From an optimization exercise on the open Yosys and OpenROAD flow, aimed at a short achievable clock period and few clock cycles; shortcuts taken in it are not production practice. Only simulation tests tie the RTL to the original design; equivalence was not proved. Power is estimated from default activity; no workload was simulated.

### config.mk
export PLATFORM = sky130hd
export DESIGN_NAME = cpu_top
export DESIGN_NICKNAME = cpu_top
export VERILOG_FILES = /design/flow/design.v
export SDC_FILE = /design/flow/constraint.sdc
export NUM_CORES = 4
export LEC_CHECK = 0
export ABC_CLOCK_PERIOD_IN_PS = 2500
export CAP_MARGIN = 20
export CORE_MARGIN = 2
export CORE_UTILIZATION = 40
export SETUP_SLACK_MARGIN = 2.8
export SLEW_MARGIN = 20
export TNS_END_PERCENT = 5
### constraint.sdc
create_clock -name core_clock -period 6.0 [get_ports {clk}]
set_input_delay 1.2000 -clock core_clock [delete_from_list [all_inputs] [get_ports {clk}]]
set_output_delay 1.2000 -clock core_clock [all_outputs]
set_load 0.01 [all_outputs]
### design.v
`default_nettype none
package cpu_pkg;
    localparam int DATA_W    = 16;
    localparam int REG_COUNT = 16;
    localparam int MEM_DEPTH = 128;
    localparam int PC_W      = 7;
    localparam logic [2:0] OP_RTYPE  = 3'd0;
    localparam logic [2:0] OP_MULSLT = 3'd1;
    localparam logic [2:0] OP_STORE  = 3'd2;
    localparam logic [2:0] OP_LOAD   = 3'd3;
    localparam logic [2:0] OP_JUMP   = 3'd4;
    localparam logic [2:0] OP_BEQ    = 3'd5;
endpackage
`default_nettype wire
`default_nettype none
`timescale 1ns/10ps
module word_ram
#(
    parameter int WIDTH = 16
) (
    input  logic               clk,
    input  logic [127:0]       we_row,
    input  logic [WIDTH-1:0]   wdata,
    input  logic [127:0]       rd_row,
    output logic [WIDTH-1:0]   rdata
);
    logic [128*WIDTH-1:0] terms;
    genvar i;
    generate
        for (i = 0; i < 128; i++) begin : g_row
            logic [WIDTH-1:0] word;
            always_ff @(posedge clk) begin
                if (we_row[i]) begin
                    word <= wdata;
                end
            end
            assign terms[i*WIDTH +: WIDTH] = word & {WIDTH{rd_row[i]}};
        end
    endgenerate
    or_tree #(.N(128), .WIDTH(WIDTH)) u_or (.terms(terms), .y(rdata));
endmodule
module or_tree
#(
    parameter int N     = 128,
    parameter int WIDTH = 16
) (
    input  logic [N*WIDTH-1:0] terms,
    output logic [WIDTH-1:0]   y
);
    generate
        if (N == 1) begin : g_leaf
            assign y = terms;
        end else begin : g_node
            localparam int NL = N / 2;
            logic [WIDTH-1:0] yl, yh;
            or_tree #(.N(NL),     .WIDTH(WIDTH)) u_l (.terms(terms[NL*WIDTH-1:0]),       .y(yl));
            or_tree #(.N(N - NL), .WIDTH(WIDTH)) u_h (.terms(terms[N*WIDTH-1:NL*WIDTH]), .y(yh));
            assign y = yl | yh;
        end
    endgenerate
endmodule
module dec7s
(
    input  logic [6:0]  a,
    output logic [7:0]  lo,
    output logic [15:0] hi
);
    always_comb begin
        for (int k = 0; k < 8; k++)  lo[k] = (a[2:0] == 3'(k));
        for (int k = 0; k < 16; k++) hi[k] = (a[6:3] == 4'(k));
    end
endmodule
module oh_join
(
    input  logic [7:0]   lo,
    input  logic [15:0]  hi,
    output logic [127:0] y
);
    always_comb begin
        for (int k = 0; k < 128; k++) y[k] = lo[k % 8] & hi[k / 8];
    end
endmodule
module dec7
(
    input  logic [6:0]   a,
    output logic [127:0] y
);
    logic [7:0]  lo;
    logic [15:0] hi;
    always_comb begin
        for (int k = 0; k < 8; k++)  lo[k] = (a[2:0] == 3'(k));
        for (int k = 0; k < 16; k++) hi[k] = (a[6:3] == 4'(k));
        for (int k = 0; k < 128; k++) y[k] = lo[k % 8] & hi[k / 8];
    end
endmodule
`default_nettype wire
`default_nettype none
`timescale 1ns/10ps
module cpu_control
(
    input  logic       d_v,
    input  logic [2:0] d_op,
    input  logic [3:0] d_rs,
    input  logic [3:0] d_rt,
    input  logic       x_v,
    input  logic       x_wr,
    input  logic [3:0] x_wreg,
    input  logic       x_ld,
    input  logic       x_mul,
    input  logic       m1_v,
    input  logic       m1_wr,
    input  logic [3:0] m1_wreg,
    input  logic       m1_mul,
    input  logic       m2_v,
    input  logic       m2_wr,
    input  logic [3:0] m2_wreg,
    output logic [3:0] sel_rs,
    output logic [3:0] sel_rt,
    output logic [1:0] src_rs,
    output logic [1:0] src_rt,
    output logic [1:0] sd_late,
    output logic       stall
);
    logic use_rs, use_rt, is_st;
    logic ha_s, hb_s, hc_s, ha_t, hb_t, hc_t;
    logic nr_rs, nr_rt;
    assign is_st  = (d_op == cpu_pkg::OP_STORE);
    assign use_rs = (d_op == cpu_pkg::OP_RTYPE) || (d_op == cpu_pkg::OP_MULSLT) || (d_op == cpu_pkg::OP_STORE) ||
                    (d_op == cpu_pkg::OP_LOAD) || (d_op == cpu_pkg::OP_BEQ);
    assign use_rt = (d_op == cpu_pkg::OP_RTYPE) || (d_op == cpu_pkg::OP_MULSLT) || (d_op == cpu_pkg::OP_STORE) ||
                    (d_op == cpu_pkg::OP_BEQ);
    assign ha_s = x_v  && x_wr  && (x_wreg  == d_rs);
    assign hb_s = m1_v && m1_wr && (m1_wreg == d_rs);
    assign hc_s = m2_v && m2_wr && (m2_wreg == d_rs);
    assign ha_t = x_v  && x_wr  && (x_wreg  == d_rt);
    assign hb_t = m1_v && m1_wr && (m1_wreg == d_rt);
    assign hc_t = m2_v && m2_wr && (m2_wreg == d_rt);
    always_comb begin
        sel_rs = 4'b0001;
        nr_rs  = 1'b0;
        if (ha_s) begin
            sel_rs = 4'b0010;
            nr_rs  = x_ld || x_mul;
        end else if (hb_s) begin
            sel_rs = 4'b0100;
            nr_rs  = m1_mul;
        end else if (hc_s) begin
            sel_rs = 4'b1000;
        end
        sel_rt  = 4'b0001;
        nr_rt   = 1'b0;
        sd_late = 2'b00;
        if (ha_t) begin
            sel_rt = 4'b0010;
            if (x_mul) nr_rt = 1'b1;
            else if (x_ld) begin
                if (is_st) sd_late = 2'b01;
                else       nr_rt   = 1'b1;
            end
        end else if (hb_t) begin
            sel_rt = 4'b0100;
            if (m1_mul) begin
                if (is_st) sd_late = 2'b10;
                else       nr_rt   = 1'b1;
            end
        end else if (hc_t) begin
            sel_rt = 4'b1000;
        end
    end
    assign src_rs = ha_s ? 2'd1 : (hb_s ? 2'd2 : (hc_s ? 2'd3 : 2'd0));
    assign src_rt = ha_t ? 2'd1 : (hb_t ? 2'd2 : (hc_t ? 2'd3 : 2'd0));
    assign stall = d_v && ((use_rs && nr_rs) || (use_rt && nr_rt));
endmodule
`default_nettype wire
`default_nettype none
`timescale 1ns/10ps
module pc_unit
(
    input  logic [6:0]  addr,
    input  logic [15:0] ins,
    output logic [6:0]  npred
);
    logic [6:0] pc1;
    assign pc1 = addr + 7'd1;
    always_comb begin
        case (ins[15:13])
            cpu_pkg::OP_JUMP: npred = ins[7:1];
            cpu_pkg::OP_BEQ:  npred = pc1 + {{2{ins[4]}}, ins[4:0]};
            default:          npred = pc1;
        endcase
    end
endmodule
`default_nettype wire
`default_nettype none
`timescale 1ns/10ps
module reg_file
(
    input  logic        clk,
    input  logic        rst_n,
    input  logic        we,
    input  logic [3:0]  waddr,
    input  logic [15:0] wdata,
    input  logic [3:0]  ra,
    input  logic [3:0]  rb,
    output logic [15:0] qa,
    output logic [15:0] qb
);
    logic [15:0] regs [16];
    always_ff @(posedge clk or negedge rst_n) begin
        if (!rst_n) begin
            for (int i = 0; i < 16; i++) regs[i] <= '0;
        end else if (we) begin
            regs[waddr] <= wdata;
        end
    end
    assign qa = regs[ra];
    assign qb = regs[rb];
endmodule
`default_nettype wire
`default_nettype none
`timescale 1ns/10ps
module cpu_alu
(
    input  logic [15:0] a,
    input  logic [15:0] b,
    input  logic        is_mulslt,
    input  logic        func,
    output logic [15:0] result,
    output logic        eq
);
    logic [15:0] sum;
    logic [15:0] diff;
    logic        lt;
    ks_add #(.W(16)) u_sum  (.a(a), .b(b),  .cin(1'b0), .s(sum));
    ks_add #(.W(16)) u_diff (.a(a), .b(~b), .cin(1'b1), .s(diff));
    assign lt   = (a[15] != b[15]) ? a[15] : diff[15];
    assign eq   = (a == b);
    always_comb begin
        if (is_mulslt)  result = {15'd0, lt};
        else if (func)  result = sum;
        else            result = diff;
    end
endmodule
module ks_add
#(
    parameter int W = 16
) (
    input  logic [W-1:0] a,
    input  logic [W-1:0] b,
    input  logic         cin,
    output logic [W-1:0] s
);
    logic [W-1:0] p, g;
    logic [W-1:0] gl [6];
    logic [W-1:0] pl [6];
    logic [W:0]   c;
    always_comb begin
        p = a ^ b;
        g = a & b;
        gl[0] = {g[W-1:1], g[0] | (p[0] & cin)};
        pl[0] = p;
        for (int l = 0; l < 5; l++) begin
            for (int i = 0; i < W; i++) begin
                if (i >= (1 << l)) begin
                    gl[l+1][i] = gl[l][i] | (pl[l][i] & gl[l][i - (1 << l)]);
                    pl[l+1][i] = pl[l][i] & pl[l][i - (1 << l)];
                end else begin
                    gl[l+1][i] = gl[l][i];
                    pl[l+1][i] = pl[l][i];
                end
            end
        end
        c[0] = cin;
        for (int i = 0; i < W; i++) c[i+1] = gl[5][i];
        s = p ^ c[W-1:0];
    end
endmodule
module csa16
(
    input  logic [15:0] x,
    input  logic [15:0] y,
    input  logic [15:0] z,
    output logic [15:0] s,
    output logic [15:0] c
);
    assign s = x ^ y ^ z;
    assign c = {((x[14:0] & y[14:0]) | (x[14:0] & z[14:0]) | (y[14:0] & z[14:0])), 1'b0};
endmodule
module mul_s1
(
    input  logic [15:0]     a,
    input  logic [15:0]     b,
    output logic [8*16-1:0] rows
);
    logic [15:0] pp [16];
    logic [15:0] l1 [11];
    always_comb begin
        for (int i = 0; i < 16; i++) pp[i] = b[i] ? (a << i) : 16'd0;
    end
    genvar k;
    generate
        for (k = 0; k < 5; k++) begin : g_l1
            csa16 u (.x(pp[3*k]), .y(pp[3*k+1]), .z(pp[3*k+2]), .s(l1[2*k]), .c(l1[2*k+1]));
        end
        assign l1[10] = pp[15];
        for (k = 0; k < 3; k++) begin : g_l2
            csa16 u (.x(l1[3*k]), .y(l1[3*k+1]), .z(l1[3*k+2]), .s(rows[(2*k)*16 +: 16]), .c(rows[(2*k+1)*16 +: 16]));
        end
        assign rows[6*16 +: 16] = l1[9];
        assign rows[7*16 +: 16] = l1[10];
    endgenerate
endmodule
module mul_s2
(
    input  logic [8*16-1:0] rows,
    output logic [15:0]     s,
    output logic [15:0]     c
);
    logic [15:0] r [8];
    logic [15:0] l3 [6];
    logic [15:0] l4 [4];
    logic [15:0] l5 [3];
    always_comb begin
        for (int i = 0; i < 8; i++) r[i] = rows[i*16 +: 16];
    end
    csa16 u30 (.x(r[0]), .y(r[1]), .z(r[2]), .s(l3[0]), .c(l3[1]));
    csa16 u31 (.x(r[3]), .y(r[4]), .z(r[5]), .s(l3[2]), .c(l3[3]));
    assign l3[4] = r[6];
    assign l3[5] = r[7];
    csa16 u40 (.x(l3[0]), .y(l3[1]), .z(l3[2]), .s(l4[0]), .c(l4[1]));
    csa16 u41 (.x(l3[3]), .y(l3[4]), .z(l3[5]), .s(l4[2]), .c(l4[3]));
    csa16 u50 (.x(l4[0]), .y(l4[1]), .z(l4[2]), .s(l5[0]), .c(l5[1]));
    assign l5[2] = l4[3];
    csa16 u60 (.x(l5[0]), .y(l5[1]), .z(l5[2]), .s(s), .c(c));
endmodule
`default_nettype wire
`default_nettype none
`timescale 1ns/10ps
module cpu_top
(
    input  logic        clk,
    input  logic        rst_n,
    input  logic        load_valid,
    input  logic        load_to_data,
    input  logic [6:0]  load_addr,
    input  logic [15:0] load_data,
    input  logic        start,
    output logic        busy,
    output logic        retire_valid,
    output logic [6:0]  retire_pc,
    output logic        wb_valid,
    output logic [3:0]  wb_reg,
    output logic [15:0] wb_data
);
    logic        ld_vi;
    logic        ld_vd;
    logic [15:0] ld_w;
    logic [7:0]  ld_lo, in_lo;
    logic [15:0] ld_hi, in_hi;
    logic [127:0] ld_row;
    always_ff @(posedge clk or negedge rst_n) begin
        if (!rst_n) begin
            busy  <= 1'b0;
            ld_vi <= 1'b0;
            ld_vd <= 1'b0;
        end else begin
            busy  <= busy || start;
            ld_vi <= !busy && load_valid && !load_to_data;
            ld_vd <= !busy && load_valid && load_to_data;
        end
    end
    dec7s u_in_dec (.a(load_addr), .lo(in_lo), .hi(in_hi));
    always_ff @(posedge clk) begin
        ld_w  <= load_data;
        ld_lo <= in_lo;
        ld_hi <= in_hi;
    end
    oh_join u_ld_join (.lo(ld_lo), .hi(ld_hi), .y(ld_row));
    logic [127:0] f_oh;
    logic [6:0]   f_pc;
    logic [6:0]   f_np;
    logic [127:0] f_np_oh, m1_next_oh;
    logic         f2_v;
    logic [127:0] f2_oh;
    logic [6:0]   f2_pc, f2_np;
    logic [15:0]  f2_ins;
    logic         d_v;
    logic [15:0]  d_row;
    logic [6:0]   d_npq;
    logic [6:0]   d_pc;
    logic [15:0]  d_qa, d_qb;
    logic [3:0]   d_sel_rs, d_sel_rt;
    logic [1:0]   d_src_rs, d_src_rt;
    logic [1:0]   d_sd_late;
    logic         stall;
    logic [6:0]   d_pc1, d_tgt, d_np;
    logic [2:0]   d_op;
    logic         x_v;
    logic         x_wr, x_ld, x_st, x_mul, x_mulslt, x_beq, x_func;
    logic [3:0]   x_wreg;
    logic [4:0]   x_imm;
    logic [15:0]  x_qa, x_qb;
    logic [3:0]   x_sel_rs, x_sel_rt;
    logic [1:0]   x_src_rs, x_src_rt;
    logic [1:0]   x_sd_late;
    logic [6:0]   x_pc, x_np, x_pc1, x_tgt;
    logic         x_mis_eq, x_mis_ne;
    logic [15:0]  x_a, x_b, x_res;
    logic         x_eq;
    logic [7:0]   x_alo;
    logic [15:0]  x_ahi;
    logic [8*16-1:0] x_mrows;
    logic [6:0]   x_next;
    logic         x_mis;
    logic         m1_v;
    logic         m1_wr, m1_ld, m1_st, m1_mul, m1_mis;
    logic [3:0]   m1_wreg;
    logic [15:0]  xres;
    logic [7:0]   m1_alo;
    logic [15:0]  m1_ahi;
    logic [127:0] m1_arow;
    logic [15:0]  m1_sd;
    logic [1:0]   m1_sd_late;
    logic [6:0]   m1_pc, m1_next;
    logic [8*16-1:0] m1_mrows;
    logic [15:0]  m1_ldata, m1_wdata, m1_out;
    logic [15:0]  m1_ms, m1_mc;
    logic [127:0] m1_pc_oh;
    logic         m2_v;
    logic         m2_wr, m2_mul;
    logic [3:0]   m2_wreg;
    logic [15:0]  m1res;
    logic [15:0]  m2_ms, m2_mc;
    logic [6:0]   m2_next;
    logic [15:0]  m2_out;
    logic         redirect;
    assign redirect = m1_mis;
    logic [127:0] imem_we;
    logic [127:0] np_we;
    logic [6:0]   np_init;
    logic [6:0]   np_wdata;
    assign imem_we = ld_vi ? ld_row : 128'd0;
    logic [6:0] in_np;
    pc_unit u_np_init (.addr(load_addr), .ins(load_data), .npred(in_np));
    always_ff @(posedge clk) begin
        np_init <= in_np;
    end
    dec7 u_upd_dec (.a(m1_pc), .y(m1_pc_oh));
    assign np_we    = ld_vi ? ld_row : (m1_mis ? m1_pc_oh : 128'd0);
    assign np_wdata = ld_vi ? np_init : m1_next;
    word_ram #(.WIDTH(7)) u_nptab (
        .clk(clk), .we_row(np_we), .wdata(np_wdata), .rd_row(f_oh), .rdata(f_np));
    word_ram #(.WIDTH(16)) u_imem (
        .clk(clk), .we_row(imem_we), .wdata(ld_w), .rd_row(f2_oh), .rdata(f2_ins));
    dec7 u_np_dec  (.a(f_np),    .y(f_np_oh));
    dec7 u_alt_dec (.a(m1_next), .y(m1_next_oh));
    always_ff @(posedge clk) begin
        if (!busy) begin
            f_oh <= 128'd1;
            f_pc <= 7'd0;
        end else if (redirect) begin
            f_oh <= m1_next_oh;
            f_pc <= m1_next;
        end else if (!stall) begin
            f_oh <= f_np_oh;
            f_pc <= f_np;
        end
    end
    always_ff @(posedge clk or negedge rst_n) begin
        if (!rst_n) begin
            f2_v <= 1'b0;
        end else if (redirect) begin
            f2_v <= 1'b0;
        end else if (!stall) begin
            f2_v <= busy;
        end
    end
    always_ff @(posedge clk) begin
        if (!stall) begin
            f2_oh <= f_oh;
            f2_pc <= f_pc;
            f2_np <= f_np;
        end
    end
    always_ff @(posedge clk or negedge rst_n) begin
        if (!rst_n) begin
            d_v <= 1'b0;
        end else if (redirect) begin
            d_v <= 1'b0;
        end else if (!stall) begin
            d_v <= f2_v;
        end
    end
    always_ff @(posedge clk) begin
        if (!stall) begin
            d_row <= f2_ins;
            d_npq <= f2_np;
            d_pc  <= f2_pc;
        end
    end
    logic        rf_we;
    assign d_op  = d_row[15:13];
    assign d_pc1 = d_pc + 7'd1;
    assign d_tgt = d_pc1 + {{2{d_row[4]}}, d_row[4:0]};
    assign d_np  = d_npq;
    reg_file u_rf (
        .clk(clk), .rst_n(rst_n),
        .we(rf_we), .waddr(m2_wreg), .wdata(m2_out),
        .ra(d_row[12:9]), .rb(d_row[8:5]), .qa(d_qa), .qb(d_qb));
    cpu_control u_ctl (
        .d_v(d_v), .d_op(d_op), .d_rs(d_row[12:9]), .d_rt(d_row[8:5]),
        .x_v(x_v), .x_wr(x_wr), .x_wreg(x_wreg), .x_ld(x_ld), .x_mul(x_mul),
        .m1_v(m1_v), .m1_wr(m1_wr), .m1_wreg(m1_wreg), .m1_mul(m1_mul),
        .m2_v(m2_v), .m2_wr(m2_wr), .m2_wreg(m2_wreg),
        .sel_rs(d_sel_rs), .sel_rt(d_sel_rt), .src_rs(d_src_rs), .src_rt(d_src_rt), .sd_late(d_sd_late), .stall(stall));
    always_ff @(posedge clk or negedge rst_n) begin
        if (!rst_n) begin
            x_v <= 1'b0;
        end else begin
            x_v <= d_v && !stall && !redirect;
        end
    end
    always_ff @(posedge clk) begin
        x_wr      <= (d_op == cpu_pkg::OP_RTYPE) || (d_op == cpu_pkg::OP_MULSLT) || (d_op == cpu_pkg::OP_LOAD);
        x_ld      <= (d_op == cpu_pkg::OP_LOAD);
        x_st      <= (d_op == cpu_pkg::OP_STORE);
        x_mul     <= (d_op == cpu_pkg::OP_MULSLT) && !d_row[0];
        x_mulslt  <= (d_op == cpu_pkg::OP_MULSLT);
        x_beq     <= (d_op == cpu_pkg::OP_BEQ);
        x_func    <= d_row[0];
        x_wreg    <= (d_op == cpu_pkg::OP_LOAD) ? d_row[8:5] : d_row[4:1];
        x_imm     <= d_row[4:0];
        x_qa      <= d_qa;
        x_qb      <= d_qb;
        x_sel_rs  <= d_sel_rs;
        x_sel_rt  <= d_sel_rt;
        x_src_rs  <= d_src_rs;
        x_src_rt  <= d_src_rt;
        x_sd_late <= d_sd_late;
        x_pc      <= d_pc;
        x_np      <= d_np;
        x_pc1     <= d_pc1;
        x_tgt     <= d_tgt;
        x_mis_eq  <= (d_tgt != d_npq);
        x_mis_ne  <= (d_pc1 != d_npq);
    end
    assign x_a = ({16{x_sel_rs[0]}} & x_qa) | ({16{x_sel_rs[1]}} & xres) |
                 ({16{x_sel_rs[2]}} & m1res) | ({16{x_sel_rs[3]}} & wb_data);
    assign x_b = ({16{x_sel_rt[0]}} & x_qb) | ({16{x_sel_rt[1]}} & xres) |
                 ({16{x_sel_rt[2]}} & m1res) | ({16{x_sel_rt[3]}} & wb_data);
    cpu_alu u_alu (
        .a(x_a), .b(x_b), .is_mulslt(x_mulslt), .func(x_func),
        .result(x_res), .eq(x_eq));
    logic [6:0] x_ad_rf, x_ad_x, x_ad_m1, x_ad_w, x_ad;
    logic [6:0] x_simm;
    assign x_simm  = {{2{x_imm[4]}}, x_imm};
    ks_add #(.W(7)) u_ad_rf (.a(x_qa[6:0]),    .b(x_simm), .cin(1'b0), .s(x_ad_rf));
    ks_add #(.W(7)) u_ad_x  (.a(xres[6:0]),    .b(x_simm), .cin(1'b0), .s(x_ad_x));
    ks_add #(.W(7)) u_ad_m1 (.a(m1res[6:0]),   .b(x_simm), .cin(1'b0), .s(x_ad_m1));
    ks_add #(.W(7)) u_ad_w  (.a(wb_data[6:0]), .b(x_simm), .cin(1'b0), .s(x_ad_w));
    assign x_ad = ({7{x_sel_rs[0]}} & x_ad_rf) | ({7{x_sel_rs[1]}} & x_ad_x) |
                  ({7{x_sel_rs[2]}} & x_ad_m1) | ({7{x_sel_rs[3]}} & x_ad_w);
    dec7s u_addr_dec (.a(x_ad), .lo(x_alo), .hi(x_ahi));
    logic [15:0] x_ma, x_mb;
    always_comb begin
        case (x_src_rs)
            2'd0:    x_ma = x_qa;
            2'd1:    x_ma = xres;
            2'd2:    x_ma = m1res;
            default: x_ma = wb_data;
        endcase
        case (x_src_rt)
            2'd0:    x_mb = x_qb;
            2'd1:    x_mb = xres;
            2'd2:    x_mb = m1res;
            default: x_mb = wb_data;
        endcase
    end
    mul_s1 u_mul1 (.a(x_ma), .b(x_mb), .rows(x_mrows));
    assign x_next = x_beq ? (x_eq ? x_tgt : x_pc1) : x_np;
    assign x_mis  = x_beq && (x_eq ? x_mis_eq : x_mis_ne);
    always_ff @(posedge clk or negedge rst_n) begin
        if (!rst_n) begin
            m1_v   <= 1'b0;
            m1_mis <= 1'b0;
        end else begin
            m1_v   <= x_v && !redirect;
            m1_mis <= x_v && !redirect && x_mis;
        end
    end
    always_ff @(posedge clk) begin
        m1_wr      <= x_wr;
        m1_ld      <= x_ld;
        m1_st      <= x_st;
        m1_mul     <= x_mul;
        m1_wreg    <= x_wreg;
        xres       <= x_res;
        m1_alo     <= x_alo;
        m1_ahi     <= x_ahi;
        m1_sd      <= x_b;
        m1_sd_late <= x_sd_late;
        m1_pc      <= x_pc;
        m1_next    <= x_next;
        m1_mrows   <= x_mrows;
    end
    logic [127:0] dmem_we;
    logic [15:0]  dmem_wdata;
    oh_join u_arow (.lo(m1_alo), .hi(m1_ahi), .y(m1_arow));
    assign m1_wdata   = m1_sd_late[0] ? m1res : (m1_sd_late[1] ? wb_data : m1_sd);
    assign dmem_we    = ld_vd ? ld_row : ((m1_v && m1_st) ? m1_arow : 128'd0);
    assign dmem_wdata = ld_vd ? ld_w : m1_wdata;
    word_ram #(.WIDTH(16)) u_dmem (
        .clk(clk), .we_row(dmem_we), .wdata(dmem_wdata), .rd_row(m1_arow), .rdata(m1_ldata));
    assign m1_out = m1_ld ? m1_ldata : xres;
    mul_s2 u_mul2 (.rows(m1_mrows), .s(m1_ms), .c(m1_mc));
    always_ff @(posedge clk or negedge rst_n) begin
        if (!rst_n) begin
            m2_v <= 1'b0;
        end else begin
            m2_v <= m1_v;
        end
    end
    always_ff @(posedge clk) begin
        m2_wr   <= m1_wr;
        m2_mul  <= m1_mul;
        m2_wreg <= m1_wreg;
        m1res   <= m1_out;
        m2_ms   <= m1_ms;
        m2_mc   <= m1_mc;
        m2_next <= m1_next;
    end
    logic [15:0] m2_prod;
    ks_add #(.W(16)) u_cpa (.a(m2_ms), .b(m2_mc), .cin(1'b0), .s(m2_prod));
    assign m2_out = m2_mul ? m2_prod : m1res;
    assign rf_we  = m2_v && m2_wr;
    always_ff @(posedge clk or negedge rst_n) begin
        if (!rst_n) begin
            retire_valid <= 1'b0;
            wb_valid     <= 1'b0;
        end else begin
            retire_valid <= m2_v;
            wb_valid     <= m2_v && m2_wr;
        end
    end
    always_ff @(posedge clk) begin
        retire_pc <= m2_next;
        wb_reg    <= m2_wreg;
        wb_data   <= m2_out;
    end
endmodule
`default_nettype wire
### run.sh
#!/bin/bash
# synth_recipe.tcl (not shown) runs the flow's synth.tcl, then flattens the netlist and writes it again
# the make line also repeats each setting of config.mk as NAME=value (left out here)
make -C /OpenROAD-flow-scripts/flow DESIGN_CONFIG=/design/flow/config.mk WORK_HOME=/design/flow/orfs CLKGATE_MAP_FILE= SYNTH_SCRIPT=/design/flow/synth_recipe.tcl finish
==> summary.txt <==
[critical path: cells and delay by family, from the launching register on]
family / cells / cell delay (ns)
DFF: 1 / 0.94
and+or+nand+nor: 3 / 1.58
buffers and inverters: 1 / 0.52
AOI/OAI and AO/OA: 2 / 0.50
[repair_timing]
item                                     CTS  global route
hold buffers                               1             0
buffers inserted                          80            49
gates resized for setup                  422           260
gates cloned                               5             2
pin swaps                                 66            78
hold endpoints to repair                   7             0
endpoints found under the setup margin  1549          1667
[power by group]
part	leakage, nW	total [mW]	internal, mW	switching [mW]
registers	55.0	53.2	49.8	3.40
logic	23.6	45.7	14.3	31.4
clock network	9.31	37.5	20.5	17.0
total	87.9	136	84.6	51.9
[synth_stat cells, types with 19 or more instances]
master,number
nand2_1,423
nor2_1,244
nor2b_1,30
nand4_1,386
ha_1,113
a21oi_1,299
mux4_2,32
o21ai_0,393
inv_1,142
nand3_1,181
nor4_1,82
a22oi_1,942
dfxtp_1,497
and3_1,147
o21bai_1,140
a21o_1,21
o22a_1,54
clkbuf_1,896
dfrtp_1,267
edfxtp_1,5164
nand2b_1,28
mux2_2,19
a221oi_1,922
fa_1,93
xor2_1,48
a22o_1,1042
mux2i_1,45
nor3_1,84
and2_1,261
buf_2,78
xnor2_1,78
[cells in the final DEF (no fill, tap or decap), drive strengths merged, types with 15 or more instances in the layout]
master / netlist / final
clkbuf: 901 / 827
nand2: 423 / 423
nand3: 181 / 181
diode: 0 / 197
xor2: 48 / 48
a22o: 1042 / 1042
buf: 104 / 1088
and3: 148 / 149
o21bai: 140 / 140
nor4: 84 / 84
nor2b: 30 / 30
o22a: 54 / 54
dfxtp: 497 / 497
bufinv: 0 / 23
edfxtp: 5164 / 5164
o21ai: 395 / 395
clkdlybuf4s50: 0 / 37
nand4: 388 / 388
a21o: 21 / 21
fa: 93 / 93
a221oi: 929 / 929
dfrtp: 267 / 267
xnor2: 78 / 78
mux2: 19 / 19
mux2i: 45 / 45
nor3: 84 / 84
inv: 146 / 175
a21oi: 299 / 299
mux4: 32 / 32
and2: 263 / 263
a22oi: 942 / 942
nor2: 244 / 244
clkinv: 0 / 225
nand2b: 28 / 28
a31oi: 15 / 15
ha: 113 / 113
[logic make-up after synthesis]
group / count (synthesis) / synth area share (%)
simple gates: 1934 / 4.654
mux: 96 / 0.6220
buf+inv: 1151 / 2.023
fa+ha+maj: 206 / 1.471
flops: 5928 / 77.10
xor+xnor: 126 / 0.4955
compound gates: 3922 / 13.63
[metal layers]
metal	track usage [%]	wire [um]	share of wire, %
met2	52.71	446400	38
met3	23.98	233600	20
met4	32.41	129700	11
met1	47.74	370500	31
met5	1.997	2080	0.18
[per-stage QoR]
stage,utilization [%],hold slack (ns),cell area (um2),total power [mW],instances
floorplan,-,0.3096,222800,69.67,13363
finish,46.97,0.2973,261000,136.5,22268
global placement,42.66,0.3120,237100,87.11,20811
detailed placement,42.70,0.3132,237300,87.30,20817
CTS,46.58,0.2961,258900,131.4,22013
global route,46.90,0.2976,260600,136.6,22100
[how the worst min path moves through the flow]
stage	from	endpoint	slack [ns]	depth (start not counted)
floorplan	x_pc[0]	m1_pc[0]	0.31	0
global placement	m1_mrows[1]	m2_ms[1]	0.31	0
detailed placement	m2_next[2]	retire_pc[2]	0.31	0
CTS	x_sd_late[1]	m1_sd_late[1]	0.30	0
global route	x_sd_late[1]	m1_sd_late[1]	0.30	0
finish	x_sd_late[1]	m1_sd_late[1]	0.30	0
[area by class of cell]
type,instances,area (um2)
fill,47107,294700
timing repair inverter,1,7.507
tap,7452,9324
clock inverter,287,2628
multi-input combinational,6285,49640
clock buffer,823,16510
sequential,5928,172000
antenna,197,493.0
timing repair buffer,1149,9854
inverter,146,554.3
==> summary.md <==
| Metric | Value |
|---|---|
| Status | `timing/DRC/antenna clean` |
| CP endpoint kind | `flip-flop` |
| Place WS | `1.413 ns` |
| Leak | `87.91 nW` |
| R2R setup slack | `1.95 ns` |
| Max-slew violations | `0` |
| Die Footprint | `562700 um2` |
| R2R cell count | `6` |
| Remaining Overflow, GRT | `0` |
| H-Tree Depth | `6` |
| Crit Path Class | `reg2reg` |
| Yosys top cell area share | `69.63%` |
| Area Growth Syn to Fin | `17.22%` |
| Netlist cell types | `92` |
| Final #Nets | `14356` |
| Final WL | `1182000 um` |
| Clock root cell | `clkbuf_16` |
| Die extent in y | `750.2 um` |
| Crit. Startpoint | `f2_oh[117]` |
| Reg-to-reg startpoint | `f2_oh[117]` |
| Vias post-DR | `168396` |
| Setup WS post-layout | `1.954 ns` |
| Crit path max fanout | `9` |
| Cts bufs inserted | `611` |
| Reg clk slew, reported paths | `0.06 ns` |
| Final critical-path required period | `4.046 ns` |
| PortBufs | `57` |
| Post-synth top flop | `edfxtp_1` |
| Max clock buf depth | `4` |
| GRT Overall Usage | `40.54%` |
| Startpoint Class | `flip-flop` |
| Vias per inst | `7.562` |
| Starting Density | `40.07%` |
| Post-synth EDFFs | `5164` |
| Critical R2R Capture | `d_row[6]` |
| Top flop regs | `u_dmem.g_row.word x2048, u_imem.g_row.word x2048, u_nptab.g_row.word x896` |
| Cell Rows | `274` |
| Required @ worst endpoint | `6.66 ns` |
| Seq/Total Area, Yosys | `77.10%` |
| Largest net degree at the start of global routing | `129` |
| Post-synth net total | `13597` |
| Die X | `750.2 um` |
| Period Utilization, post-route | `67.43%` |
| Worst path max stage delay | `0.94 ns` |
| DRC Markers | `0` |
| Worst slew pin tran | `1.391 ns` |
| # IOs | `58` |
| CP arrival | `4.71 ns` |
| Pwr/cell area | `522.7 nW/um2` |
| Final ANT Viol Nets | `0` |
| Synth async-reset ratio | `4.504%` |
| Final Wtd Congestion | `1.105` |
| TritonRoute pass-1 iters | `14` |
| Fmax | `0.2472 GHz` |
| Most area-consuming cells after synthesis | `edfxtp_1, dfxtp_1, a22o_1, a221oi_1, a22oi_1` |
| TritonCTS clock tree | `built` |
| Yosys reg bits | `5928` |
| Worst relative slew slack | `7.206%` |
| Routed len/inst | `53.09 um` |
| Synth warn | `30` |
| Core outline area | `555700 um2` |
| Detailed Route Iter0 Violations | `44024` |
| Setup tns final | `0 ns` |
| Initial antenna violation count | `179` |
| Crit-path cells | `buf_4, a22o_1, a221oi_1, nand4_1, nor4_1, nand3_1` |
| Clock latency on the worst-skew pair | `1.21 ns` |
| TritonCTS Sinks | `5928` |
| Cells after Synth | `13363` |
| Max-cap violations | `0` |
| CP Capture Point | `d_row[6]` |
| RSZ-0062 raised after global routing | `yes` |
| Crit-path slowest cell | `edfxtp_1` |
| Fin. Hold Viols | `0` |
| DP Wirelength | `717800 um` |
| Leading area contributor after synthesis | `edfxtp_1` |
| Clk_skew | `0.1358 ns` |
| Layout cells sized above 1 | `18.87%` |
| Vias in the first global route | `143528` |
| Hold Path Class | `reg2reg` |
| Mapped Area | `222700 um2` |
| Synthesized area per cell | `16.67 um2` |
| Global-route wire length before repair | `1482000 um` |
| Final setup viols | `0` |
| Maximum VDD drop | `1.094 mV` |
Testbench counts, summed over its fixed seeds: cycles 12,582.

-- afterwards: timing with drivers on the ports --
The flow's constraints put no driver on any port. The routed layout listed below was extracted and timed again, unchanged, in two steps.
Step 1 assumes that a clkbuf_16 drives the clock port and a buf_2 every other input.
Step 2 also shifts input and output timing later by t, the mid clock arrival at the registers, as if the neighbouring blocks saw the same clock.
Slacks: no drivers / after step 1 / after step 2; pairs: no drivers / after step 1.
shift t [ns]: 1.268
setup slack, ns: 1.954 / 1.954 / 1.919
latest minus earliest clock arrival (ns): 0.140 / 0.141
cell pins on the clock port's net: 1
After both steps this run still meets setup and hold. The setup slack of this run moves by 0.000 ns with the drivers and by -0.035 ns with both steps.
